Context: an optimization exercise on an open-source flow, tuned for a short achievable clock period and few clock cycles. The choices shown serve that exercise and are no tape-out recipe.
RTL that was checked went through simulation tests only; none was proved equivalent to the original.
No functional check of the RTL was part of runs 4 and 5.
No driver is modelled on the clock port, so clocking that relies on it looks cheaper here than on a real chip.
Power is estimated from default activity; no workload was simulated.

==> design/flow/design.v <==
package rt_pkg;
  typedef logic signed [31:0] fixed_t;   
  typedef struct packed {
    fixed_t z;
    fixed_t y;
    fixed_t x;
  } vec3_t;
  typedef struct packed {
    vec3_t dir;
    vec3_t orig;
  } ray_t;
  typedef struct packed {
    vec3_t v2;
    vec3_t v1;
    vec3_t v0;
  } tri_t;
  localparam int unsigned RAY_HWORDS = 12;
  localparam int unsigned CNT_HWORDS = 2;
  localparam int unsigned TRI_HWORDS = 18;
  localparam logic [1:0] IssHdr  = 2'd0;   
  localparam logic [1:0] IssWait = 2'd1;   
  localparam logic [1:0] IssTri  = 2'd2;   
  localparam logic [1:0] IssEnd  = 2'd3;   
endpackage
module avm_read_issuer #(
  parameter int unsigned MAX_PEND = 4
) (
  input  logic        clk,
  input  logic        reset,
  input  logic        load_i,         
  input  logic [31:0] load_addr_i,
  input  logic        nz_i,           
  input  logic        zero_i,         
  input  logic        cnt_i,          
  input  logic [31:0] cnt_val_i,
  input  logic        take_i,         
  input  logic        rsp_i,          
  input  logic        waitrequest_i,
  output logic        read_o,
  output logic [31:0] address_o
);
  localparam logic [5:0] SPACE = 6'(2 * rt_pkg::TRI_HWORDS);
  logic [1:0]  ph_q, ph_d;
  logic        read_q, read_d;
  logic [31:0] addr_q, addr_new;
  logic        addr_ld;
  logic [4:0]  hw_q, hw_d;
  logic [31:0] left_q, left_d;       
  logic [2:0]  pend_q, pend_d;
  logic [5:0]  space_q, space_d;
  logic        nz_q, nz_d;           
  logic        acc;
  logic        hw_last, rec_last, nz;
  logic        can_acc, can_noacc;
  logic        pend_ok_acc, pend_ok_noacc;
  assign acc      = read_q && !waitrequest_i;
  assign hw_last  = (ph_q == rt_pkg::IssHdr) ? (hw_q == 5'd13) : (hw_q == 5'd17);
  assign rec_last = (left_q == 32'd1);
  assign nz       = nz_q || nz_i;
  always_comb begin
    can_acc   = 1'b0;
    can_noacc = 1'b0;
    unique case (ph_q)
      rt_pkg::IssHdr: begin
        can_acc   = !hw_last || nz;
        can_noacc = 1'b1;
      end
      rt_pkg::IssWait: begin
        can_acc   = 1'b0;
        can_noacc = nz_i;
      end
      rt_pkg::IssTri: begin
        can_acc   = !(hw_last && rec_last) && (space_q > 6'd1);
        can_noacc = (space_q != 6'd0);
      end
      default: ;
    endcase
  end
  assign pend_ok_acc   = rsp_i || (pend_q < 3'(MAX_PEND - 1));
  assign pend_ok_noacc = rsp_i || (pend_q < 3'(MAX_PEND));
  always_comb begin
    if (read_q) read_d = waitrequest_i || (can_acc && pend_ok_acc);
    else        read_d = can_noacc && pend_ok_noacc;
    ph_d    = ph_q;
    hw_d    = hw_q;
    left_d  = left_q;
    space_d = space_q;
    pend_d  = pend_q + 3'(acc) - 3'(rsp_i);
    nz_d    = nz_q || nz_i;
    if (acc) begin
      hw_d = hw_last ? 5'd0 : hw_q + 5'd1;
      if (ph_q == rt_pkg::IssHdr && hw_last) begin
        ph_d    = nz ? rt_pkg::IssTri : rt_pkg::IssWait;
        space_d = SPACE;
      end
      if (ph_q == rt_pkg::IssTri) begin
        space_d = space_q - 6'd1;
        if (hw_last) begin
          left_d = left_q - 32'd1;
          if (rec_last) ph_d = rt_pkg::IssEnd;
        end
      end
    end
    if (take_i) space_d = space_d + 6'(rt_pkg::TRI_HWORDS);
    if (ph_q == rt_pkg::IssWait) begin
      if (nz_i)   ph_d = rt_pkg::IssTri;
      if (zero_i) ph_d = rt_pkg::IssEnd;
    end
    if (cnt_i) left_d = cnt_val_i;
    if (load_i) begin
      read_d  = 1'b1;
      ph_d    = rt_pkg::IssHdr;
      hw_d    = '0;
      pend_d  = '0;
      nz_d    = 1'b0;
    end
  end
  always_ff @(posedge clk) begin
    if (!reset) begin
      read_q  <= 1'b0;
      ph_q    <= rt_pkg::IssEnd;
      hw_q    <= '0;
      pend_q  <= '0;
      space_q <= '0;
      nz_q    <= 1'b0;
    end else begin
      read_q  <= read_d;
      ph_q    <= ph_d;
      hw_q    <= hw_d;
      pend_q  <= pend_d;
      space_q <= space_d;
      nz_q    <= nz_d;
    end
  end
  assign addr_ld  = load_i || acc;
  assign addr_new = load_i ? load_addr_i : addr_q + 32'd2;
  always_ff @(posedge clk) begin
    addr_q <= addr_q ^ ({32{addr_ld}} & (addr_q ^ addr_new));
    left_q <= left_d;
  end
  assign read_o    = read_q;
  assign address_o = addr_q;
endmodule
module scene_fetch #(
  parameter int unsigned MAX_PEND = 4
) (
  input  logic                 clk,
  input  logic                 reset,
  input  logic                 start,
  input  logic [31:0]          base_addr,
  output logic                 avm_m0_read,
  output logic [31:0]          avm_m0_address,
  output logic [1:0]           avm_m0_byteenable,
  input  logic                 avm_m0_waitrequest,
  input  logic [15:0]          avm_m0_readdata,
  input  logic                 avm_m0_readdatavalid,
  output logic [191:0]         o_ray,
  output logic                 o_ray_valid,
  output logic [287:0]         o_tri,
  output logic [31:0]          o_tri_index,
  output logic                 o_tri_valid,
  input  logic                 i_tri_ready,
  output logic                 o_tri_last,
  output logic [31:0]          o_tri_cnt,
  output logic                 o_busy,
  output logic                 o_done
);
  logic         busy_q, done_q, done_d;
  logic         load;
  logic         rdv;
  logic [15:0]  rd;
  logic         rx_tri_q, rx_tri_d;
  logic [4:0]   rx_hw_q, rx_hw_d;
  logic [287:0] rec_q, rec_d;
  logic         full_q, full_d;      
  logic         lo_nz_q;             
  logic [191:0] ray_q;
  logic         ray_valid_q, ray_valid_d;
  logic [31:0]  cnt_q;
  logic [287:0] tri_q;
  logic         tri_valid_q, tri_valid_d;
  logic [31:0]  idx_q, ld_q;         
  logic [31:0]  ld_left_q;           
  logic         last_q;
  logic         take_q;
  logic         ray_ld, lo_rx, cnt_ld, tri_ld, rec_end, handshake, rd_nz, nz_ev, zero_ev;
  logic [31:0]  cnt_val;
  assign rdv       = avm_m0_readdatavalid;
  assign rd        = avm_m0_readdata;
  assign load      = start && !busy_q;
  assign handshake = tri_valid_q && i_tri_ready;
  assign rec_d   = rdv ? {rd, rec_q[287:16]} : rec_q;
  assign ray_ld  = rdv && !rx_tri_q && (rx_hw_q == 5'd11);
  assign lo_rx   = rdv && !rx_tri_q && (rx_hw_q == 5'd12);
  assign cnt_ld  = rdv && !rx_tri_q && (rx_hw_q == 5'd13);
  assign cnt_val = rec_d[287:256];
  assign rd_nz   = (rd != 16'd0);
  assign nz_ev   = (lo_rx || cnt_ld) && rd_nz;
  assign zero_ev = cnt_ld && !rd_nz && !lo_nz_q;
  assign rec_end = rdv && rx_tri_q && (rx_hw_q == 5'd17);
  assign tri_ld  = (full_q || rec_end) && !tri_valid_q;
  avm_read_issuer #(.MAX_PEND(MAX_PEND)) u_issuer (
    .clk           (clk),
    .reset         (reset),
    .load_i        (load),
    .load_addr_i   (base_addr),
    .nz_i          (nz_ev),
    .zero_i        (zero_ev),
    .cnt_i         (cnt_ld),
    .cnt_val_i     (cnt_val),
    .take_i        (take_q),
    .rsp_i         (rdv),
    .waitrequest_i (avm_m0_waitrequest),
    .read_o        (avm_m0_read),
    .address_o     (avm_m0_address)
  );
  always_comb begin
    rx_tri_d    = rx_tri_q;
    rx_hw_d     = rx_hw_q;
    full_d      = full_q;
    done_d      = zero_ev;
    if (rdv) begin
      if (cnt_ld) begin
        rx_tri_d = 1'b1;
        rx_hw_d  = '0;
      end else if (rec_end) begin
        rx_hw_d  = '0;
      end else begin
        rx_hw_d  = rx_hw_q + 5'd1;
      end
    end
    if (handshake && last_q) done_d = 1'b1;
    if (rec_end) full_d = 1'b1;
    if (tri_ld) full_d = 1'b0;
    if (load) begin
      rx_tri_d    = 1'b0;
      rx_hw_d     = '0;
      full_d      = 1'b0;
    end
  end
  assign ray_valid_d = !load && (ray_ld || ray_valid_q);
  assign tri_valid_d = (tri_valid_q && !i_tri_ready) || tri_ld;
  always_ff @(posedge clk) begin
    if (!reset) begin
      busy_q      <= 1'b0;
      done_q      <= 1'b0;
      rx_tri_q    <= 1'b0;
      rx_hw_q     <= '0;
      full_q      <= 1'b0;
      ray_valid_q <= 1'b0;
      tri_valid_q <= 1'b0;
      take_q      <= 1'b0;
    end else begin
      busy_q      <= load || (busy_q && !done_q);
      done_q      <= done_d;
      rx_tri_q    <= rx_tri_d;
      rx_hw_q     <= rx_hw_d;
      full_q      <= full_d;
      ray_valid_q <= ray_valid_d;
      tri_valid_q <= tri_valid_d;
      take_q      <= handshake;
    end
  end
  always_ff @(posedge clk) begin
    rec_q <= rec_d;
    if (lo_rx) lo_nz_q <= rd_nz;
    if (cnt_ld) begin
      ld_q      <= '0;
      ld_left_q <= cnt_val;
    end
    if (tri_ld) begin
      ld_q      <= ld_q + 32'd1;
      ld_left_q <= ld_left_q - 32'd1;
    end
    ray_q  <= ray_q ^ ({192{ray_ld}} & (ray_q ^ rec_d[287:96]));
    cnt_q  <= cnt_q ^ ({32{cnt_ld}} & (cnt_q ^ cnt_val));
    tri_q  <= tri_q ^ ({288{tri_ld}} & (tri_q ^ rec_d));
    idx_q  <= idx_q ^ ({32{tri_ld}} & (idx_q ^ ld_q));
    last_q <= last_q ^ (tri_ld & (last_q ^ (ld_left_q == 32'd1)));
  end
  assign avm_m0_byteenable = 2'b11;
  assign o_ray       = ray_q;
  assign o_ray_valid = ray_valid_q;
  assign o_tri       = tri_q;
  assign o_tri_index = idx_q;
  assign o_tri_valid = tri_valid_q;
  assign o_tri_last  = last_q;
  assign o_tri_cnt   = cnt_q;
  assign o_busy      = busy_q;
  assign o_done      = done_q;
endmodule
==> design/flow/flow/run.sh <==
#!/bin/bash
# Standard ORFS layout, with timing repair aiming for 6.5 ns of setup slack at every stage.
set -euo pipefail
bash standard.sh SETUP_SLACK_MARGIN=6.5 finish > flow_make.log 2>&1
==> design/flow/standard.sh <==
#!/bin/bash
# synth_recipe.tcl (not shown) runs the flow's synth.tcl, then flattens the netlist and writes it again
# the make line also repeats each setting of config.mk as NAME=value (left out here)
make -C /OpenROAD-flow-scripts/flow DESIGN_CONFIG=/design/flow/config.mk WORK_HOME=/design/flow/orfs CLKGATE_MAP_FILE= SYNTH_SCRIPT=/design/flow/synth_recipe.tcl "${@:-finish}"
==> design/flow/config.mk <==
export PLATFORM = sky130hd
export DESIGN_NAME = scene_fetch
export DESIGN_NICKNAME = scene_fetch
export VERILOG_FILES = /design/flow/design.v
export SDC_FILE = /design/flow/constraint.sdc
export NUM_CORES = 4
export LEC_CHECK = 0
export ABC_CLOCK_PERIOD_IN_PS = 2500
export CAP_MARGIN = 20
export CORE_MARGIN = 2
export CORE_UTILIZATION = 40
export SLEW_MARGIN = 20
==> design/flow/constraint.sdc <==
create_clock -name core_clock -period 8.0 [get_ports {clk}]
set_input_delay 1.6000 -clock core_clock [delete_from_list [all_inputs] [get_ports {clk}]]
set_output_delay 1.6000 -clock core_clock [all_outputs]
set_load 0.01 [all_outputs]
==> impl_metrics.json, run 1 <==
{
  "num-nets-final": 3338,
  "syn2layout_area_growth_pct": 57.0,
  "ys_seq_elements": 992,
  "worstRegToRegCells": 8,
  "timing.max_cap.violations": 0,
  "wire_length_reported_by_the_detailed_router_um": 125000,
  "synth_simple_gate_area_share_pct": 5.85,
  "globalRoute.totalOverflow": 0,
  "cts-htree-levels": 3,
  "number_of_i_o_port_buffers": 635,
  "tritoncts_num_sinks": 992,
  "start_kind": "flip-flop",
  "die_width_um": 299,
  "clkTransAtPathRegs_ns": 0.06,
  "seq_area_sq_um": 26600,
  "synth_top_family_by_area": "multiplexers",
  "drcViolationCount": 0,
  "final_area_sq_um": 54600,
  "worst_path_dominant_cell_family": "flip-flops",
  "skew_ns": 0.0560,
  "grt_max_degree": 22,
  "syn_inst": 2088,
  "synth-xor-area-share_pct": 2.77,
  "synth_fa_ha_area_share_pct": 0.706,
  "crit-reg2reg-launch": "rx_tri_q",
  "power_mw": 13.3,
  "detailed_place_hpwl_um": 64800,
  "drt-pass1-iter-count": 5,
  "worst_hold_path.endpoint": "rec_q[3]",
  "via_count_of_the_first_global_routing_pass": 24067,
  "worst_slew_margin_rel_pct": 48.3,
  "multiInputGateArea_sq_um": 9870,
  "dr.first_iter.drc_count": 1824,
  "worstSetupPathType": "reg -> out",
  "minimum_setup_slack_in_the_final_design_ns": 5.09,
  "placed_area_sq_um": 42500,
  "crit_path_max_incr_delay_ns": 0.47,
  "p_comb_share_pct": 12.3,
  "worst_hold_path.num_cells": 1,
  "clk_latency_ns": 0.69,
  "multiplexer_share_of_the_synthesized_area_pct": 10.3,
  "period_minus_slack_ns": 2.91,
  "timing.final.crit_share_pct": 36.4,
  "maxSlewViolCount": 0,
  "grt_setup_unrepaired": "true",
  "p_seq_share_pct": 51.6,
  "cts_hold_buf": 0,
  "power_leakage_nw": 21.6,
  "worst_slew_pin_slew_ns": 0.774,
  "highest_delay_cell_along_the_critical_path": "sky130_fd_sc_hd__edfxtp_1",
  "status": "finished clean",
  "syn_avg_cell_area_sq_um": 16.6,
  "clock_tree.root_cell": "sky130_fd_sc_hd__clkbuf_16",
  "synthFlopType": "sky130_fd_sc_hd__edfxtp_1",
  "cts_bufs_inserted": 102,
  "commonest_non_fill_non_tap_cell_in_the_layout": "sky130_fd_sc_hd__edfxtp_1",
  "cell_area_after_synthesis_sq_um": 34700,
  "startpoint_of_the_tightest_hold_check_path": "rec_q[3]",
  "synth_edf_count": 674,
  "cp_max_fo": 1,
  "coreArea_sq_um": 86500,
  "compound_cell_area_share_of_the_yosys_netlist_pct": 2.25,
  "total_number_of_vias": 23584,
  "avgViaCountPerCell": 5.23,
  "layout.filler_cells": 6027,
  "grt_pass1_wl_um": 173000,
  "setup_viol": 0,
  "drive_above_1_share_pct": 54.3,
  "timing.final.hold_violations": 0,
  "clock_tree_from_tritoncts": "done",
  "timing.critical_path.required_ns": 6.40,
  "place_inst": 3814,
  "die_h_um": 299,
  "power_report.internal_total_mw": 10.0,
  "pwr-share-clk_pct": 36.1,
  "antenna_found_initial": 2,
  "critical_path_buf_inv_count": 1,
  "switching_power_mw": 3.27,
  "num_io_pins": 638,
  "ctsLongestPathBuffers": 3,
  "initial_utilization_pct": 40.2,
  "dieArea_sq_um": 89200,
  "post_synth_num_cell_types": 67,
  "routabilityCongestion": 0.845,
  "final_cell_count_no_fill": 4510,
  "most-common-layout-cells": "674 x sky130_fd_sc_hd__edfxtp_1, 443 x sky130_fd_sc_hd__buf_2, 312 x sky130_fd_sc_hd__dfxtp_1",
  "worst_hold_slack_ns": 0.473,
  "final.setup.tns_ns": 0,
  "setup.reg_to_reg.worst_slack_ns": 5.46,
  "routedWlPerCell_um": 27.6,
  "synthesis.yosys.warnings": 2,
  "crit_chain": "buf_6",
  "switching_share_pct": 24.7,
  "cp.arrival_ns": 1.31,
  "async_flop_share_pct": 0,
  "endpoint_type_of_the_worst_setup_path": "output port",
  "hold_path_class": "reg -> reg",
  "synth-seq-area-share_pct": 76.6,
  "placementRows": 108,
  "largest_voltage_drop_on_the_vdd_net_uv": 217,
  "power-per-cell-area_nw_per_um2": 243,
  "post-route-util_pct": 63.1,
  "fmax_mhz": 343,
  "dpl_worst_slack_ns": 2.83,
  "grt_use_total_pct": 26.7,
  "antenna_violating_nets_post_route": 0
}
-- metal layers --
metal	track usage [%]	routed length, um
met5	0	0
met2	44.6	61200
met3	7.66	10800
met1	33.6	48400
met4	8.08	4210
-- logic make-up after synthesis --
logic type | Yosys count
adders and majority gates | 19
DFF | 992
other | 1
buffers and inverters | 133
muxes | 326
xor gates and xnor gates | 110
and+or+nand+nor | 377
AOI/OAI and AO/OA | 130
-- power groups by stage --
stage,sequential [mW],clock (mW),combinational [mW]
global route,6.90,5.06,1.73
global placement,6.88,0,1.04
finish,6.85,4.79,1.63
CTS,6.81,4.85,1.52
floorplan,6.68,0,0.803
detailed placement,6.91,0,1.11
-- cells in the mapped netlist, types with 9 or more instances --
cell type | count | area, sq um
sky130_fd_sc_hd__a21oi_1 | 31 | 155
sky130_fd_sc_hd__and2_1 | 9 | 56.3
sky130_fd_sc_hd__and3_1 | 20 | 125
sky130_fd_sc_hd__and4_1 | 9 | 78.8
sky130_fd_sc_hd__buf_1 | 10 | 37.5
sky130_fd_sc_hd__buf_2 | 9 | 45.0
sky130_fd_sc_hd__clkbuf_1 | 52 | 195
sky130_fd_sc_hd__dfxtp_1 | 318 | 6370
sky130_fd_sc_hd__edfxtp_1 | 674 | 20200
sky130_fd_sc_hd__ha_1 | 18 | 225
sky130_fd_sc_hd__inv_1 | 57 | 214
sky130_fd_sc_hd__mux2_2 | 256 | 2880
sky130_fd_sc_hd__mux2i_1 | 70 | 701
sky130_fd_sc_hd__nand2_1 | 79 | 297
sky130_fd_sc_hd__nand3_1 | 31 | 155
sky130_fd_sc_hd__nand4_1 | 19 | 119
sky130_fd_sc_hd__nor2_1 | 79 | 297
sky130_fd_sc_hd__nor3_1 | 38 | 190
sky130_fd_sc_hd__nor3b_1 | 9 | 67.6
sky130_fd_sc_hd__nor4_1 | 24 | 150
sky130_fd_sc_hd__o21ai_0 | 58 | 290
sky130_fd_sc_hd__or3_1 | 15 | 93.8
sky130_fd_sc_hd__xnor2_1 | 68 | 596
sky130_fd_sc_hd__xor2_1 | 42 | 368
-- layout make-up --
cell class | count | area share (%)
Timing Repair inverter | 34 | 1.05
Timing Repair Buffer | 1096 | 22.6
Antenna cell | 3 | 0.0138
Multi-Input combinational cell | 980 | 18.1
Inverter | 59 | 0.573
Tap cell | 1155 | 2.65
Clock inverter | 54 | 1.09
Clock buffer | 137 | 5.10
Sequential cell | 992 | 48.8
-- worst max-delay path by stage --
stage                         start         end  slack, ns  depth (start not counted)
5_1_grt                   flip-flop  o_ray[103]       5.05                          1
2_1_floorplan  avm_m0_readdatavalid   flip-flop       0.81                          4
4_1_cts                   flip-flop  o_ray[103]       5.02                          1
3_3_place_gp   avm_m0_readdatavalid   flip-flop       2.91                          6
3_5_place_dp   avm_m0_readdatavalid   flip-flop       2.83                          6
6_report                  flip-flop  o_tri[133]       5.09                          1
-- repair_timing --
action | 4_1_cts | 5_1_grt
buffers inserted | 260 | 70
resized for setup | 3384 | 335
endpoints found under the hold margin | 0 | 0
cloned | 164 | 8
endpoints found under the setup margin | 2216 | 2214
pin swaps | 103 | 91
Testbench counts, summed over its fixed seeds: cycles 88,925.
==> run 2: changes to the inputs <==
==> design/flow/flow/run.sh (replaced) <==
#!/bin/bash
# Standard ORFS layout, with timing repair aiming for 5.6 ns of setup slack at every stage.
set -euo pipefail
bash standard.sh SETUP_SLACK_MARGIN=5.6 finish > flow_make.log 2>&1
==> run 2 against run 1 <==
Still clean. First-iteration DRC count shrank 16%. Clock skew shrank 0.0084 ns. Final cell count shrank 6.1%. Total power shrank 3.4%. Worst hold slack is essentially flat. Critical path depth is the same. Largest cell class unchanged.
==> impl_metrics.json, run 2 <==
{
  "status": "finished clean",
  "post_synth_num_cell_types": 67,
  "grt_use_total_pct": 22.8,
  "num-nets-final": 3066,
  "timing.max_cap.violations": 0,
  "synth-xor-area-share_pct": 2.77,
  "syn_avg_cell_area_sq_um": 16.6,
  "ctsLongestPathBuffers": 3,
  "synth_simple_gate_area_share_pct": 5.85,
  "final.setup.tns_ns": 0,
  "critical_path_buf_inv_count": 1,
  "endpoint_type_of_the_worst_setup_path": "output port",
  "power-per-cell-area_nw_per_um2": 267,
  "hold_path_class": "reg -> reg",
  "drcViolationCount": 0,
  "worst_slew_pin_slew_ns": 0.774,
  "cts_bufs_inserted": 102,
  "worst_slew_margin_rel_pct": 48.2,
  "maxSlewViolCount": 0,
  "grt_max_degree": 75,
  "timing.final.crit_share_pct": 36.3,
  "period_minus_slack_ns": 2.90,
  "total_number_of_vias": 21497,
  "clock_tree_from_tritoncts": "done",
  "die_width_um": 299,
  "routedWlPerCell_um": 25.6,
  "cp_max_fo": 1,
  "crit-reg2reg-launch": "u_issuer.ph_q[0]",
  "tritoncts_num_sinks": 992,
  "worstSetupPathType": "reg -> out",
  "grt_pass1_wl_um": 149000,
  "routabilityCongestion": 0.845,
  "avgViaCountPerCell": 5.07,
  "ys_seq_elements": 992,
  "synthFlopType": "sky130_fd_sc_hd__edfxtp_1",
  "synthesis.yosys.warnings": 2,
  "crit_path_max_incr_delay_ns": 0.46,
  "post_synth_most_frequent_cells": "674 x sky130_fd_sc_hd__edfxtp_1, 318 x sky130_fd_sc_hd__dfxtp_1, 256 x sky130_fd_sc_hd__mux2_2",
  "setup_viol": 0,
  "number_of_i_o_port_buffers": 635,
  "synth.largest_area_cell": "sky130_fd_sc_hd__edfxtp_1",
  "detailed_place_hpwl_um": 64800,
  "placementRows": 108,
  "syn_inst": 2088,
  "fmax_mhz": 345,
  "synth-seq-area-share_pct": 76.6,
  "dr.first_iter.drc_count": 1541,
  "regToRegEndpoint": "u_issuer.left_q[24]",
  "largest_voltage_drop_on_the_vdd_net_uv": 197,
  "startpoint_of_the_tightest_hold_check_path": "rec_q[60]",
  "synth_top_family_by_area": "multiplexers",
  "synth_area_leaders": "sky130_fd_sc_hd__edfxtp_1 58%, sky130_fd_sc_hd__dfxtp_1 18%, sky130_fd_sc_hd__mux2_2 8.3%",
  "most_frequent_cell_after_synthesis": "sky130_fd_sc_hd__edfxtp_1",
  "cts-htree-levels": 3,
  "highest_delay_cell_along_the_critical_path": "sky130_fd_sc_hd__edfxtp_1",
  "multiplexer_share_of_the_synthesized_area_pct": 10.3,
  "grt_setup_unrepaired": "true",
  "async_flop_share_pct": 0,
  "start_kind": "flip-flop",
  "power_leakage_nw": 18.7,
  "coreArea_sq_um": 86500,
  "die_h_um": 299,
  "antenna_violating_nets_post_route": 0,
  "synth_top_area_share_pct": 58.3,
  "drive_above_1_share_pct": 43.9,
  "antenna_found_initial": 4,
  "worst_hold_path.num_cells": 1,
  "initial_utilization_pct": 40.2,
  "setup.reg_to_reg.worst_slack_ns": 5.57,
  "via_count_of_the_first_global_routing_pass": 21614,
  "clock_tree.root_cell": "sky130_fd_sc_hd__clkbuf_16",
  "timing.critical_path.required_ns": 6.40,
  "syn2layout_area_growth_pct": 38.4,
  "worst_hold_path.endpoint": "rec_q[44]",
  "commonest_non_fill_non_tap_cell_in_the_layout": "sky130_fd_sc_hd__edfxtp_1",
  "clk_latency_ns": 0.67,
  "most-common-layout-cells": "674 x sky130_fd_sc_hd__edfxtp_1, 452 x sky130_fd_sc_hd__buf_2, 313 x sky130_fd_sc_hd__dfxtp_1",
  "worst_path_dominant_cell_family": "flip-flops",
  "crit_chain": "buf_2",
  "synth_edf_count": 674,
  "clkTransAtPathRegs_ns": 0.06,
  "compound_cell_area_share_of_the_yosys_netlist_pct": 2.25,
  "cts_hold_buf": 0,
  "cell_area_after_synthesis_sq_um": 34700,
  "num_io_pins": 638,
  "worst_hold_slack_ns": 0.473,
  "wire_length_reported_by_the_detailed_router_um": 108000,
  "synth_fa_ha_area_share_pct": 0.706,
  "globalRoute.totalOverflow": 0,
  "cp.arrival_ns": 1.30,
  "dieArea_sq_um": 89200,
  "skew_ns": 0.0476,
  "drt-pass1-iter-count": 5,
  "timing.final.hold_violations": 0,
  "worstRegToRegCells": 5
}
-- run 2: layer usage --
metal	share of wire (%)	track usage [%]
met2	49	38.4
met3	8.8	7.20
met5	0	0
met4	2.1	6.50
met1	40	28.2
-- run 2: timing repair --
action / in CTS / in global routing
buffers inserted: 101 / 43
endpoints found under the setup margin: 2037 / 1381
pin swaps: 27 / 36
resized for setup: 2756 / 242
gates cloned: 60 / 26
-- run 2: kinds of logic (layout without fill, tap and decap cells) --
group	count (synthesis)	in the layout
XOR/XNOR	110	110
multiplexers	326	326
AND/OR/NAND/NOR	377	388
adder cells (fa/ha/maj)	19	19
buffers and inverters	133	1113
flip-flops	992	992
AO/OA/AOI/OAI	130	130
other	1	4
-- run 2: area by class of cell --
type	instances	area, sq um
multi-input combinational	975	8390
timing repair buffer	836	7450
fill	6931	38400
tap	1155	1450
clock inverter	54	597
antenna	2	5.00
inverter	59	283
clock buffer	137	2790
timing repair inverter	27	504
sequential	992	26600
-- run 2: worst max-delay path by stage --
| stage | from | end | slack, ns | cells after the start |
|---|---|---|---|---|
| after global placement | avm_m0_readdatavalid | flip-flop | 2.91 | 6 |
| final | flip-flop | o_ray[103] | 5.10 | 1 |
| after floorplan | avm_m0_readdatavalid | flip-flop | 0.81 | 4 |
| after global routing | flip-flop | o_ray[103] | 5.05 | 1 |
| after CTS | flip-flop | o_ray[103] | 5.02 | 1 |
| after detailed placement | avm_m0_readdatavalid | flip-flop | 2.83 | 6 |
-- run 2: metrics by stage --
| stage | instance area [sq um] | power (mW) | worst slack, ns | cells | util (%) |
|---|---|---|---|---|---|
| floorplan | 35000 | 7.49 | 0.812 | 2089 | - |
| global placement | 42500 | 7.92 | 2.91 | 3814 | 49.1 |
| detailed placement | 42500 | 8.02 | 2.83 | 3814 | 49.1 |
| CTS | 46400 | 12.8 | 5.02 | 4166 | 53.6 |
| global route | 48100 | 13.3 | 5.05 | 4237 | 55.6 |
| finish | 48100 | 12.8 | 5.10 | 4237 | 55.6 |
-- run 2: where the power goes --
group / internal [mW] / switching [mW] / leakage, nW
Combinational: 0.638 / 0.627 / 8.00
Sequential: 6.38 / 0.416 / 9.03
Clock: 2.72 / 2.03 / 1.66
Total: 9.74 / 3.08 / 18.7
==> run 3: changes to the inputs <==
==> design/flow/run.sh (new file) <==
#!/bin/bash
# synth_recipe.tcl (not shown) runs the flow's synth.tcl, then flattens the netlist and writes it again
# the make line also repeats each setting of config.mk as NAME=value (left out here)
make -C /OpenROAD-flow-scripts/flow DESIGN_CONFIG=/design/flow/config.mk WORK_HOME=/design/flow/orfs CLKGATE_MAP_FILE= SYNTH_SCRIPT=/design/flow/synth_recipe.tcl finish
--- a/design/flow/config.mk
+++ b/design/flow/config.mk
@@ -9,4 +9,5 @@
 export CAP_MARGIN = 20
 export CORE_MARGIN = 2
 export CORE_UTILIZATION = 40
+export SETUP_SLACK_MARGIN = 5
 export SLEW_MARGIN = 20
removed: design/flow/flow/run.sh
removed: design/flow/standard.sh
==> run 3 against run 2 <==
Total power increased by 0.91%. Clock skew increased by 0.0056 ns. Design area decreased by 3.8%. Clock power increased by 4.8%. Non-clock buffer count decreased by 138. Sequential share of layout area increased by 2.1 points. Synthesized area unchanged. Maximum frequency decreased by 2.6%. Register-to-register slack got worse by 0.28 ns. Final cell count decreased by 4.1%. Die area unchanged. Core utilization decreased by 2.1 points. Largest cell class unchanged.
==> impl_metrics.json, run 3 <==
{
  "status": "finished clean",
  "clkTransAtPathRegs_ns": 0.06,
  "setup.reg_to_reg.worst_slack_ns": 5.29,
  "startpoint_of_the_tightest_hold_check_path": "rec_q[40]",
  "start_kind": "flip-flop",
  "post_synth_num_cell_types": 67,
  "routedWlPerCell_um": 23.9,
  "number_of_i_o_port_buffers": 635,
  "drive_above_1_share_pct": 21.7,
  "endpoint_type_of_the_worst_setup_path": "output port",
  "worst_hold_slack_ns": 0.474,
  "insertedDiodeCount": 0,
  "ys_seq_elements": 992,
  "cts-htree-levels": 3,
  "maxSlewViolCount": 0,
  "cell_area_after_synthesis_sq_um": 34700,
  "fmax_mhz": 336,
  "grt_setup_unrepaired": "true",
  "syn_avg_cell_area_sq_um": 16.6,
  "skew_ns": 0.0532,
  "via_count_of_the_first_global_routing_pass": 20761,
  "synthFlopType": "sky130_fd_sc_hd__edfxtp_1",
  "tritoncts_num_sinks": 992,
  "detailed_place_hpwl_um": 65500,
  "routabilityCongestion": 0.894,
  "synth_area_leaders": "sky130_fd_sc_hd__edfxtp_1 58%, sky130_fd_sc_hd__dfxtp_1 18%, sky130_fd_sc_hd__mux2_2 8.3%",
  "largest_voltage_drop_on_the_vdd_net_uv": 186,
  "worst_slew_pin_slew_ns": 1.03,
  "commonest_non_fill_non_tap_cell_in_the_layout": "sky130_fd_sc_hd__edfxtp_1",
  "die_h_um": 299,
  "power_mw": 12.9,
  "final.setup.tns_ns": 0,
  "setup_viol": 0,
  "drcViolationCount": 0,
  "power_leakage_nw": 17.5,
  "async_flop_share_pct": 0,
  "synthesis.yosys.warnings": 2,
  "die_width_um": 299,
  "synth-seq-area-share_pct": 76.6,
  "clock_tree_from_tritoncts": "done",
  "critical_path.endpoint": "o_tri[153]",
  "crit_path_max_incr_delay_ns": 0.46,
  "switching_share_pct": 23.4,
  "clk_latency_ns": 0.69,
  "timing.critical_path.required_ns": 6.40,
  "timing.max_cap.violations": 0,
  "drt-pass1-iter-count": 5,
  "layout.filler_cells": 7169,
  "timing.final.hold_violations": 0,
  "hold_path_class": "reg -> reg",
  "most_frequent_cell_after_synthesis": "sky130_fd_sc_hd__edfxtp_1",
  "synth_edf_count": 674,
  "avgViaCountPerCell": 5.01,
  "cp.arrival_ns": 1.38,
  "switching_power_mw": 3.03,
  "synth_top_area_share_pct": 58.3,
  "num-nets-final": 2893,
  "cts_bufs_inserted": 101,
  "power-per-cell-area_nw_per_um2": 280,
  "synth.largest_area_cell": "sky130_fd_sc_hd__edfxtp_1",
  "highest_delay_cell_along_the_critical_path": "sky130_fd_sc_hd__edfxtp_1",
  "crit_chain": "clkdlybuf4s15_2",
  "antenna_found_initial": 2,
  "critical_path_depth": 1,
  "timing.final.crit_share_pct": 37.2,
  "worstRegToRegCells": 5,
  "power_report.internal_total_mw": 9.91,
  "critical_path_buf_inv_count": 1,
  "syn_inst": 2088,
  "cts_hold_buf": 0,
  "period_minus_slack_ns": 2.98,
  "grt_use_total_pct": 21.3,
  "minimum_setup_slack_in_the_final_design_ns": 5.02,
  "syn2layout_area_growth_pct": 33.2,
  "post_synth_most_frequent_cells": "674 x sky130_fd_sc_hd__edfxtp_1, 318 x sky130_fd_sc_hd__dfxtp_1, 256 x sky130_fd_sc_hd__mux2_2",
  "coreArea_sq_um": 86500,
  "p_comb_share_pct": 8.9,
  "num_io_pins": 638,
  "ctsLongestPathBuffers": 3,
  "worst_slew_margin_rel_pct": 29.6,
  "dpl_worst_slack_ns": 2.98,
  "crit-reg2reg-launch": "u_issuer.left_q[5]",
  "p_seq_share_pct": 52.5,
  "worstSetupPathType": "reg -> out",
  "wire_length_reported_by_the_detailed_router_um": 97000,
  "dr.first_iter.drc_count": 1386,
  "pwr-share-clk_pct": 38.6,
  "dieArea_sq_um": 89200,
  "worst_path_dominant_cell_family": "flip-flops",
  "clock_tree.root_cell": "sky130_fd_sc_hd__clkbuf_16",
  "total_number_of_vias": 20343,
  "globalRoute.totalOverflow": 0,
  "antenna_violating_nets_post_route": 0,
  "grt_max_degree": 151,
  "regToRegEndpoint": "u_issuer.left_q[23]",
  "initial_utilization_pct": 40.2,
  "placementRows": 108,
  "grt_pass1_wl_um": 141000,
  "cp_max_fo": 1,
  "most-common-layout-cells": "674 x sky130_fd_sc_hd__edfxtp_1, 336 x sky130_fd_sc_hd__dlygate4sd2_1, 316 x sky130_fd_sc_hd__dfxtp_1"
}
run 3: cell counts after synthesis:
No cell type changed its count.
run 3: through the flow:
step / std cells / utilization, % / instance area, sq um
after floorplan: 2089 / - / 34900
after global placement: 3815 / 49.1 / 42500
after detailed placement: 3815 / 49.1 / 42500
after CTS: 4058 / 53.5 / 46300
after global routing: 4064 / 53.5 / 46300
final: 4064 / 53.5 / 46300
run 3: how the worst min path moves through the flow:
stage / cells past startpoint / slack (ns) / end
after floorplan: 1 / 0.43 / done_q
after global placement: 1 / 0.46 / rec_q[6]
after detailed placement: 1 / 0.46 / rec_q[9]
after CTS: 1 / 0.48 / rec_q[24]
after global routing: 1 / 0.49 / rec_q[11]
final: 1 / 0.47 / rec_q[24]
run 3: kinds of logic after synthesis:
group / Yosys count / synth area share, %
AND/OR/NAND/NOR: 377 / 5.85
AO/OA/AOI/OAI: 130 / 2.25
buffers and inverters: 133 / 1.51
other: 1 / 0.0108
XOR/XNOR: 110 / 2.77
adder cells (fa/ha/maj): 19 / 0.706
multiplexers: 326 / 10.3
flip-flops: 992 / 76.6
run 3: per-layer routing:
layer / vias to the layer above / global-route usage (%) / wire length [um]
met3: 145 / 6.80 / 8370
li1: 9262 / - / -
met1: 10244 / 26.6 / 38700
met4: 0 / 6.54 / 2810
met5: - / 0 / 0
met2: 692 / 35.3 / 47100
run 3: layout make-up:
| cell class | count | area, sq um | area share (%) |
|---|---|---|---|
| Clock buffer | 125 | 2760 | 5.96 |
| Clock inverter | 67 | 885 | 1.91 |
| Inverter | 59 | 250 | 0.541 |
| Multi-Input combinational cell | 966 | 7750 | 16.8 |
| Sequential cell | 992 | 26600 | 57.5 |
| Tap cell | 1155 | 1450 | 3.12 |
| Timing Repair Buffer | 698 | 6550 | 14.2 |
| Timing Repair inverter | 2 | 25.0 | 0.0541 |
run 3: what timing repair did:
| item | in CTS | in global routing |
|---|---|---|
| gates resized for setup | 861 | 111 |
| buffers inserted | 40 | 5 |
| pin swaps | 4 | 4 |
| hold endpoints to repair | 0 | 0 |
| endpoints found under the setup margin | 1683 | 369 |
| gates cloned | 11 | 1 |
run 3: power groups by stage:
stage | sequential [mW] | combinational (mW) | clock, mW
final | 6.79 | 1.15 | 4.99
after global routing | 6.86 | 1.26 | 5.30
after CTS | 6.80 | 1.14 | 5.11
after detailed placement | 6.92 | 1.09 | 0
after global placement | 6.89 | 1.00 | 0
after floorplan | 6.68 | 0.801 | 0
==> run 4: changes to the inputs <==
--- a/design/flow/design.v
+++ b/design/flow/design.v
@@ -42,8 +42,7 @@
   localparam logic [5:0] SPACE = 6'(2 * rt_pkg::TRI_HWORDS);
   logic [1:0]  ph_q, ph_d;
   logic        read_q, read_d;
-  logic [31:0] addr_q, addr_new;
-  logic        addr_ld;
+  logic [31:0] addr_q;
   logic [4:0]  hw_q, hw_d;
   logic [31:0] left_q, left_d;       
   logic [2:0]  pend_q, pend_d;
@@ -132,10 +131,12 @@
       nz_q    <= nz_d;
     end
   end
-  assign addr_ld  = load_i || acc;
-  assign addr_new = load_i ? load_addr_i : addr_q + 32'd2;
+  always_ff @(posedge clk or negedge reset) begin
+    if (!reset) addr_q <= '0;
+    else if (load_i) addr_q <= load_addr_i;
+    else if (acc) addr_q <= addr_q + 32'd2;
+  end
   always_ff @(posedge clk) begin
-    addr_q <= addr_q ^ ({32{addr_ld}} & (addr_q ^ addr_new));
     left_q <= left_d;
   end
   assign read_o    = read_q;
@@ -272,11 +273,23 @@
       ld_q      <= ld_q + 32'd1;
       ld_left_q <= ld_left_q - 32'd1;
     end
-    ray_q  <= ray_q ^ ({192{ray_ld}} & (ray_q ^ rec_d[287:96]));
-    cnt_q  <= cnt_q ^ ({32{cnt_ld}} & (cnt_q ^ cnt_val));
-    tri_q  <= tri_q ^ ({288{tri_ld}} & (tri_q ^ rec_d));
-    idx_q  <= idx_q ^ ({32{tri_ld}} & (idx_q ^ ld_q));
-    last_q <= last_q ^ (tri_ld & (last_q ^ (ld_left_q == 32'd1)));
+  end
+  always_ff @(posedge clk or negedge reset) begin
+    if (!reset) begin
+      ray_q  <= '0;
+      cnt_q  <= '0;
+      tri_q  <= '0;
+      idx_q  <= '0;
+      last_q <= 1'b0;
+    end else begin
+      if (ray_ld) ray_q <= rec_d[287:96];
+      if (cnt_ld) cnt_q <= cnt_val;
+      if (tri_ld) begin
+        tri_q  <= rec_d;
+        idx_q  <= ld_q;
+        last_q <= (ld_left_q == 32'd1);
+      end
+    end
   end
   assign avm_m0_byteenable = 2'b11;
   assign o_ray       = ray_q;
==> design/flow/flow/run.sh (new file) <==
#!/bin/bash
# Standard ORFS layout; timing repair aims for 6 ns of setup slack at every stage.
set -euo pipefail
bash standard.sh SETUP_SLACK_MARGIN=6 finish > flow_make.log 2>&1
==> design/flow/standard.sh (new file) <==
#!/bin/bash
# synth_recipe.tcl (not shown) runs the flow's synth.tcl, then flattens the netlist and writes it again
# the make line also repeats each setting of config.mk as NAME=value (left out here)
make -C /OpenROAD-flow-scripts/flow DESIGN_CONFIG=/design/flow/config.mk WORK_HOME=/design/flow/orfs CLKGATE_MAP_FILE= SYNTH_SCRIPT=/design/flow/synth_recipe.tcl "${@:-finish}"
removed: design/flow/run.sh
==> run 4 against run 3 <==
Maximum frequency shrank 0.19%. Critical endpoint is now o_tri[108]. Critical path type unchanged. Clock power grew 8.4%. Combinational power grew 110%. Critical path depth is the same. Sequential share of layout area shrank 25 points. Sequential power shrank 2%. Die area grew 8.8%. Synthesized area grew 9.0%. Still clean on timing, DRC and antenna. Count of clock-buffer cells in the layout grew 42.
==> impl_metrics.json, run 4 <==
{
  "status": "finished clean",
  "timing.final.hold_violations": 0,
  "p_comb_share_pct": 16.8,
  "most_frequent_cell_after_synthesis": "sky130_fd_sc_hd__nand2_1",
  "synth_edf_count": 97,
  "pwr-share-clk_pct": 37.4,
  "seq_area_sq_um": 23800,
  "grt_setup_unrepaired": "true",
  "cts-htree-levels": 3,
  "highest_delay_cell_along_the_critical_path": "sky130_fd_sc_hd__dfrtp_1",
  "tritoncts_num_sinks": 992,
  "async_flop_share_pct": 58.2,
  "switching_share_pct": 31.5,
  "switching_power_mw": 4.56,
  "most-common-layout-cells": "604 x sky130_fd_sc_hd__buf_4, 560 x sky130_fd_sc_hd__dfrtp_1, 506 x sky130_fd_sc_hd__buf_6",
  "synthesis.yosys.warnings": 2,
  "cts_bufs_inserted": 106,
  "die_h_um": 312,
  "setup_viol": 0,
  "cell_area_after_synthesis_sq_um": 37900,
  "routedWlPerCell_um": 32.2,
  "ctsLongestPathBuffers": 3,
  "globalRoute.totalOverflow": 0,
  "p_seq_share_pct": 45.8,
  "initial_utilization_pct": 40.4,
  "critical_path_buf_inv_count": 1,
  "dr.first_iter.drc_count": 4175,
  "endpoint_type_of_the_worst_setup_path": "output port",
  "drive_above_1_share_pct": 62.5,
  "post_synth_num_cell_types": 68,
  "routabilityCongestion": 0.856,
  "power-per-cell-area_nw_per_um2": 201,
  "hold_path_class": "reg -> reg",
  "wire_length_reported_by_the_detailed_router_um": 215000,
  "cts_hold_buf": 0,
  "critical_path_depth": 1,
  "final.setup.tns_ns": 0,
  "via_count_of_the_first_global_routing_pass": 37519,
  "timing.final.crit_share_pct": 37.3,
  "total_number_of_vias": 39313,
  "syn_avg_cell_area_sq_um": 10.4,
  "skew_ns": 0.0511,
  "worst_hold_path.num_cells": 1,
  "clock_tree_from_tritoncts": "done",
  "maxSlewViolCount": 0,
  "avgViaCountPerCell": 5.88,
  "synth-seq-area-share_pct": 62.6,
  "layout.filler_cells": 5073,
  "grt_pass1_wl_um": 265000,
  "worst_path_dominant_cell_family": "flip-flops",
  "post-route-util_pct": 77.1,
  "grt_max_degree": 67,
  "num_io_pins": 638,
  "antenna_violating_nets_post_route": 0,
  "crit-reg2reg-launch": "rx_hw_q[0]",
  "worstRegToRegCells": 13,
  "worst_slew_margin_rel_pct": 47.1,
  "die_width_um": 312,
  "largest_voltage_drop_on_the_vdd_net_uv": 183,
  "dieArea_sq_um": 97100,
  "timing.critical_path.required_ns": 6.40,
  "syn2layout_area_growth_pct": 90.6,
  "synth.largest_area_cell": "sky130_fd_sc_hd__dfrtp_1",
  "worstSetupPathType": "reg -> out",
  "crit_chain": "buf_2",
  "clock_tree.root_cell": "sky130_fd_sc_hd__clkbuf_16",
  "grt_use_total_pct": 37.3,
  "timing.max_cap.violations": 0,
  "synth_top_area_share_pct": 38.1,
  "cp_max_fo": 2,
  "fmax_mhz": 335,
  "worst_hold_path.endpoint": "rec_q[4]",
  "drt-pass1-iter-count": 6,
  "syn_inst": 3644,
  "power_leakage_nw": 33.7,
  "period_minus_slack_ns": 2.98,
  "synthFlopType": "sky130_fd_sc_hd__dfrtp_1",
  "clk_latency_ns": 0.74,
  "clkTransAtPathRegs_ns": 0.07,
  "commonest_non_fill_non_tap_cell_in_the_layout": "sky130_fd_sc_hd__buf_4",
  "multiInputGateArea_sq_um": 21100,
  "detailed_place_hpwl_um": 79700,
  "worst_slew_pin_slew_ns": 0.791,
  "setup.reg_to_reg.worst_slack_ns": 5.41,
  "antenna_found_initial": 4,
  "cp.arrival_ns": 1.38,
  "placementRows": 112,
  "biggestRegsByFlops": "rec_q x288, tri_q x288, ray_q x192",
  "num-nets-final": 5412,
  "post_synth_most_frequent_cells": "644 x sky130_fd_sc_hd__nand2_1, 577 x sky130_fd_sc_hd__dfrtp_1, 398 x sky130_fd_sc_hd__nor2_1",
  "drcViolationCount": 0,
  "crit_path_max_incr_delay_ns": 0.48,
  "synth_area_leaders": "sky130_fd_sc_hd__dfrtp_1 38%, sky130_fd_sc_hd__dfxtp_1 17%, sky130_fd_sc_hd__edfxtp_1 7.7%",
  "coreArea_sq_um": 93600,
  "number_of_i_o_port_buffers": 635,
  "regToRegEndpoint": "tri_q[31]",
  "startpoint_of_the_tightest_hold_check_path": "rec_q[4]",
  "ys_seq_elements": 992,
  "start_kind": "flip-flop",
  "power_report.internal_total_mw": 9.92
}
## run 4: cells by family after synthesis
kind of cell	synth area share, %
AO/OA/AOI/OAI	7.63
XOR/XNOR	2.38
adder cells (fa/ha/maj)	0.648
buffers and inverters	4.23
flip-flops	62.6
multiplexers	8.09
other	0.00991
AND/OR/NAND/NOR	14.4
## run 4: stage by stage
stage / instance area (sq um) / instances / power [mW] / setup WS [ns] / hold slack [ns]
floorplan: 38600 / 3645 / 6.88 / 4.58 / 0.451
global placement: 45600 / 5362 / 7.52 / 3.31 / 0.457
detailed placement: 45600 / 5362 / 7.54 / 3.29 / 0.461
CTS: 65500 / 6387 / 13.8 / 5.05 / 0.471
global route: 72200 / 6688 / 14.7 / 5.00 / 0.491
finish: 72200 / 6688 / 14.5 / 5.02 / 0.480
## run 4: routing by layer
metal	share of wire (%)	vias up	wire, um	global-route usage, %
met4	10	10	21700	26.5
met1	34	19546	72600	43.8
met3	12	1148	25400	10.8
met5	0.10	-	222	0.395
met2	44	2963	95300	58.6
li1	-	15646	-	-
## run 4: area by class of cell
| class | instances | area share (%) |
|---|---|---|
| Antenna cell | 1 | 0.00347 |
| Clock buffer | 167 | 4.54 |
| Clock inverter | 35 | 0.662 |
| Inverter | 216 | 1.14 |
| Multi-Input combinational cell | 2253 | 29.2 |
| Sequential cell | 992 | 32.9 |
| Tap cell | 1254 | 2.17 |
| Timing Repair Buffer | 1770 | 29.4 |
## run 4: worst max path at each step
stage,startpoint,slack (ns),end
floorplan,avm_m0_readdatavalid,4.58,ld_left_q[0]
global placement,avm_m0_readdatavalid,3.31,ld_left_q[15]
detailed placement,avm_m0_readdatavalid,3.29,ld_left_q[13]
CTS,tri_q[101],5.05,o_tri[101]
global route,tri_q[108],5.00,o_tri[108]
finish,tri_q[108],5.02,o_tri[108]
## run 4: what timing repair did
action	in CTS	in global routing
buffers inserted	616	288
pin swaps	511	268
gates resized for setup	4716	1071
gates cloned	207	12
endpoints found under the setup margin	2132	1817
## run 4: power by group through the flow
| stage | Clock [mW] | Combinational [mW] | Sequential, mW |
|---|---|---|---|
| floorplan | 0 | 0.850 | 6.03 |
| global placement | 0 | 1.22 | 6.29 |
| detailed placement | 0 | 1.25 | 6.30 |
| CTS | 5.27 | 2.01 | 6.48 |
| global route | 5.58 | 2.51 | 6.62 |
| finish | 5.41 | 2.44 | 6.63 |
==> run 5: changes to the inputs <==
==> design/flow/flow/run.sh (replaced) <==
#!/bin/bash
# Standard ORFS layout with three changes: timing repair aims for 6 ns of setup slack,
# clock sinks are clustered 25 per leaf buffer within 100 um, and the clock tree's root
# buffer is removed after CTS (flow/pre_cts.tcl) so the clock port drives the 4 first-level
# buffers directly. ORFS writes each step's log under orfs/logs; make's output goes to
# flow_make.log.
set -euo pipefail
bash standard.sh SETUP_SLACK_MARGIN=6 CTS_CLUSTER_SIZE=25 CTS_CLUSTER_DIAMETER=100 \
  PRE_CTS_TCL="$PWD/flow/pre_cts.tcl" finish > flow_make.log 2>&1
==> design/flow/flow/pre_cts.tcl (new file) <==
proc my_remove_clock_root {} {
  set block [ord::get_db_block]
  set port [$block findBTerm clk]
  set net [$port getNet]
  set loads {}
  foreach it [$net getITerms] { if {[$it isInputSignal]} { lappend loads $it } }
  if {[llength $loads] != 1} { puts "ROOTRM: clk has [llength $loads] loads, left alone"; return }
  set root [[lindex $loads 0] getInst]
  set master [[$root getMaster] getName]
  if {![string match "sky130_fd_sc_hd__clkbuf_*" $master]} { puts "ROOTRM: root is $master, left alone"; return }
  set rname [$root getName]
  set onet [[$root findITerm X] getNet]
  set sinks {}
  foreach it [$onet getITerms] { if {[$it getInst] != $root} { lappend sinks $it } }
  if {[llength $sinks] > 4 || [llength [$onet getBTerms]] > 0} { puts "ROOTRM: root drives [llength $sinks] cells, left alone"; return }
  foreach it $sinks { $it disconnect; $it connect $net }
  [$root findITerm A] disconnect
  [$root findITerm X] disconnect
  odb::dbInst_destroy $root
  odb::dbNet_destroy $onet
  puts "ROOTRM: removed root buffer $rname; clk now drives [llength $sinks] buffers"
}

rename clock_tree_synthesis my_orig_clock_tree_synthesis
proc clock_tree_synthesis {args} {
  my_orig_clock_tree_synthesis {*}$args
  my_remove_clock_root
}
==> run 5 against run 4 <==
Critical path depth rose by 8. Die area did not move. Sequential share of layout area rose by 2.7 points. Routed wire length fell by 11%. Combinational power fell by 4%. Worst hold slack improved by 0.0017 ns. Via count fell by 6.2%. Count of clock-buffer cells in the layout fell by 90. Flip-flop and latch count did not move. Synthesized cell count did not move. Synthesized area did not move. Clock skew fell by 0.012 ns.
==> impl_metrics.json, run 5 <==
{
  "cts_hold_buf": 0,
  "synthFlopType": "sky130_fd_sc_hd__dfrtp_1",
  "num-nets-final": 5259,
  "synth_top_area_share_pct": 38.1,
  "power-per-cell-area_nw_per_um2": 177,
  "post_synth_num_cell_types": 68,
  "critical_path_depth": 9,
  "syn_avg_cell_area_sq_um": 10.4,
  "worstSetupPathType": "in -> reg",
  "final_cell_count_no_fill": 6476,
  "syn2layout_area_growth_pct": 76.2,
  "tritoncts_num_sinks": 992,
  "dpl_worst_slack_ns": 3.29,
  "fmax_mhz": 340,
  "crit_path_max_incr_delay_ns": 0.27,
  "synth-seq-area-share_pct": 62.6,
  "place_inst": 5362,
  "synth_edf_count": 97,
  "critical_path.startpoint": "avm_m0_readdatavalid",
  "skew_ns": 0.0387,
  "via_count_of_the_first_global_routing_pass": 35131,
  "globalRoute.totalOverflow": 0,
  "worst_slew_pin_slew_ns": 0.877,
  "clock_tree_from_tritoncts": "done",
  "post-route-util_pct": 71.3,
  "ys_seq_elements": 992,
  "timing.final.hold_violations": 0,
  "multiInputGateArea_sq_um": 19100,
  "period_minus_slack_ns": 2.94,
  "clk_latency_ns": 0.46,
  "synth_area_leaders": "sky130_fd_sc_hd__dfrtp_1 38%, sky130_fd_sc_hd__dfxtp_1 17%, sky130_fd_sc_hd__edfxtp_1 7.7%",
  "grt_pass1_wl_um": 250000,
  "most_frequent_cell_after_synthesis": "sky130_fd_sc_hd__nand2_1",
  "regToRegEndpoint": "ray_q[14]",
  "timing.final.crit_share_pct": 36.8,
  "synth_top_family_by_area": "simple AND/OR/NAND/NOR gates",
  "seq_area_sq_um": 23800,
  "initial_utilization_pct": 40.4,
  "commonest_non_fill_non_tap_cell_in_the_layout": "sky130_fd_sc_hd__buf_4",
  "critical_path.endpoint": "ld_q[7]",
  "switching_power_mw": 3.81,
  "p_comb_share_pct": 19.9,
  "grt_use_total_pct": 35.0,
  "dieArea_sq_um": 97100,
  "timing.critical_path.required_ns": 8.19,
  "layout.filler_cells": 6058,
  "start_kind": "input pin",
  "post_synth_most_frequent_cells": "644 x sky130_fd_sc_hd__nand2_1, 577 x sky130_fd_sc_hd__dfrtp_1, 398 x sky130_fd_sc_hd__nor2_1",
  "crit-reg2reg-launch": "rx_hw_q[3]",
  "minimum_setup_slack_in_the_final_design_ns": 5.06,
  "most-common-layout-cells": "567 x sky130_fd_sc_hd__buf_4, 559 x sky130_fd_sc_hd__dfrtp_1, 475 x sky130_fd_sc_hd__buf_6",
  "worst_slew_margin_rel_pct": 41.4,
  "cts_bufs_inserted": 47,
  "die_h_um": 312,
  "worst_hold_path.num_cells": 1,
  "maxSlewViolCount": 0,
  "synth-xor-area-share_pct": 2.38,
  "dr.first_iter.drc_count": 3773,
  "multiplexer_share_of_the_synthesized_area_pct": 8.09,
  "final.setup.tns_ns": 0,
  "cp.arrival_ns": 3.13,
  "switching_share_pct": 32.2,
  "crit_chain": "buf_16, and4bb_2, a31oi_4, or2_4, buf_12, buf_12, buf_16, buf_6, nor2_1",
  "timing.max_cap.violations": 0,
  "biggestRegsByFlops": "rec_q x288, tri_q x288, ray_q x192",
  "compound_cell_area_share_of_the_yosys_netlist_pct": 7.63,
  "cp_max_fo": 7,
  "status": "finished clean",
  "coreArea_sq_um": 93600,
  "power_leakage_nw": 31.3,
  "synth.largest_area_cell": "sky130_fd_sc_hd__dfrtp_1",
  "total_number_of_vias": 36873,
  "antenna_violating_nets_post_route": 0,
  "drt-pass1-iter-count": 6,
  "number_of_i_o_port_buffers": 635,
  "drcViolationCount": 0,
  "worstRegToRegCells": 10,
  "wire_length_reported_by_the_detailed_router_um": 192000,
  "worst_path_dominant_cell_family": "buffers and inverters",
  "drive_above_1_share_pct": 54.6,
  "num_io_pins": 638,
  "syn_inst": 3644,
  "die_width_um": 312,
  "power_report.internal_total_mw": 8.02,
  "power_mw": 11.8,
  "synth_simple_gate_area_share_pct": 14.4,
  "insertedDiodeCount": 0,
  "routabilityCongestion": 0.856,
  "antenna_found_initial": 3,
  "pwr-share-clk_pct": 24.3,
  "cell_area_after_synthesis_sq_um": 37900,
  "setup_viol": 0,
  "p_seq_share_pct": 55.8,
  "placementRows": 112,
  "grt_setup_unrepaired": "true",
  "synth_fa_ha_area_share_pct": 0.648,
  "grt_max_degree": 66,
  "largest_voltage_drop_on_the_vdd_net_uv": 164,
  "endpoint_type_of_the_worst_setup_path": "flip-flop",
  "synthesis.yosys.warnings": 2,
  "highest_delay_cell_along_the_critical_path": "sky130_fd_sc_hd__and4bb_2",
  "routedWlPerCell_um": 29.6,
  "clkTransAtPathRegs_ns": 0.10,
  "avgViaCountPerCell": 5.69,
  "detailed_place_hpwl_um": 79700,
  "critical_path_buf_inv_count": 5,
  "setup.reg_to_reg.worst_slack_ns": 5.41,
  "hold_path_class": "reg -> reg",
  "async_flop_share_pct": 58.2
}
-- run 5: routing by layer --
| metal | part of all wire [%] | vias to the layer above | wire, um | global-route usage [%] |
|---|---|---|---|---|
| met5 | 0.0068 | - | 13 | 0 |
| met4 | 9.5 | 2 | 18200 | 22.0 |
| met3 | 10 | 857 | 19100 | 8.40 |
| met2 | 46 | 2314 | 88000 | 57.1 |
| met1 | 35 | 18426 | 66600 | 41.7 |
| li1 | - | 15274 | - | - |
-- run 5: worst min path at each step --
stage                    from        end
detailed placement   tri_q[8]   tri_q[8]
global route        rec_q[13]  rec_q[13]
CTS                  tri_q[7]   tri_q[7]
global placement     rec_q[6]   rec_q[6]
finish              rec_q[12]  rec_q[12]
floorplan           rec_q[10]  rec_q[10]
-- run 5: worst register-to-register path: cells and delay by family, from the launching register on --
kind            cells  cell delay, ns
simple gates        3            1.16
buf+inv             6            0.80
flops               1            0.41
compound gates      1            0.16
-- run 5: through the flow --
step | hold slack (ns) | cell area [sq um]
after detailed placement | 0.461 | 45600
after floorplan | 0.451 | 38600
after CTS | 0.482 | 61700
after global routing | 0.500 | 66700
after global placement | 0.457 | 45600
final | 0.481 | 66700
-- run 5: cells by family (layout without fill, tap and decap cells) --
family                   Yosys count  in the layout
other                              1              2
flip-flops                       992            992
XOR/XNOR                         103            103
AND/OR/NAND/NOR                 1278           1286
buffers and inverters            410           1978
AO/OA/AOI/OAI                    547            548
multiplexers                     294            294
adder cells (fa/ha/maj)           19             19
-- run 5: final cells by class --
type                    count  share of cell area [%]
clock inverters             7                   0.137
repair buffers           1678                    30.2
multi-input cells        2252                    28.6
inverters                 216                    1.24
well taps                1254                    2.35
clock buffers              77                    1.91
flip-flops and latches    992                    35.6
-- run 5: power groups by stage --
stage / logic [mW] / clock network (mW) / registers [mW]
2_1_floorplan: 0.850 / 0 / 6.03
5_1_grt: 2.46 / 3.04 / 6.60
6_report: 2.35 / 2.87 / 6.60
3_3_place_gp: 1.22 / 0 / 6.29
4_1_cts: 2.07 / 2.84 / 6.49
3_5_place_dp: 1.25 / 0 / 6.30
-- run 5: repair_timing --
| action | in CTS | in global routing |
|---|---|---|
| resized for setup | 4437 | 673 |
| gates cloned | 190 | 38 |
| endpoints found under the setup margin | 2179 | 1957 |
| buffers inserted | 538 | 264 |
| pin swaps | 372 | 150 |

-- re-timing with driven ports --
How much do the figures lean on ideal ports? The routed layouts below were timed once more, with nothing changed but the port constraints. Step 1 assumes that a clkbuf_16 drives the clock port and a buf_2 every other input. Step 2 times the ports against the registers' clock, not the clock port: input delays grow and output delays shrink by t, the midpoint of the rising clock arrivals with the driver on. Slacks: ideal / step 1 / step 2; pairs: ideal / step 1.
run	t (ns)	setup slack, ns	clock arrival spread, ns
run 1	0.732	5.088 / 4.446 / 3.715	0.069 / 0.069
run 2	0.715	5.099 / 5.037 / 4.342	0.057 / 0.057
run 3	0.718	5.022 / 4.823 / 4.105	0.058 / 0.058
run 4	0.791	5.017 / 4.860 / 4.068	0.056 / 0.057
run 5	0.586	5.055 / 4.758 / 4.172	0.050 / 0.050
After both steps every run listed still meets setup and hold. The setup slack of run 1, which loses most, moves by -0.642 ns with the drivers and by -1.373 ns with both steps.
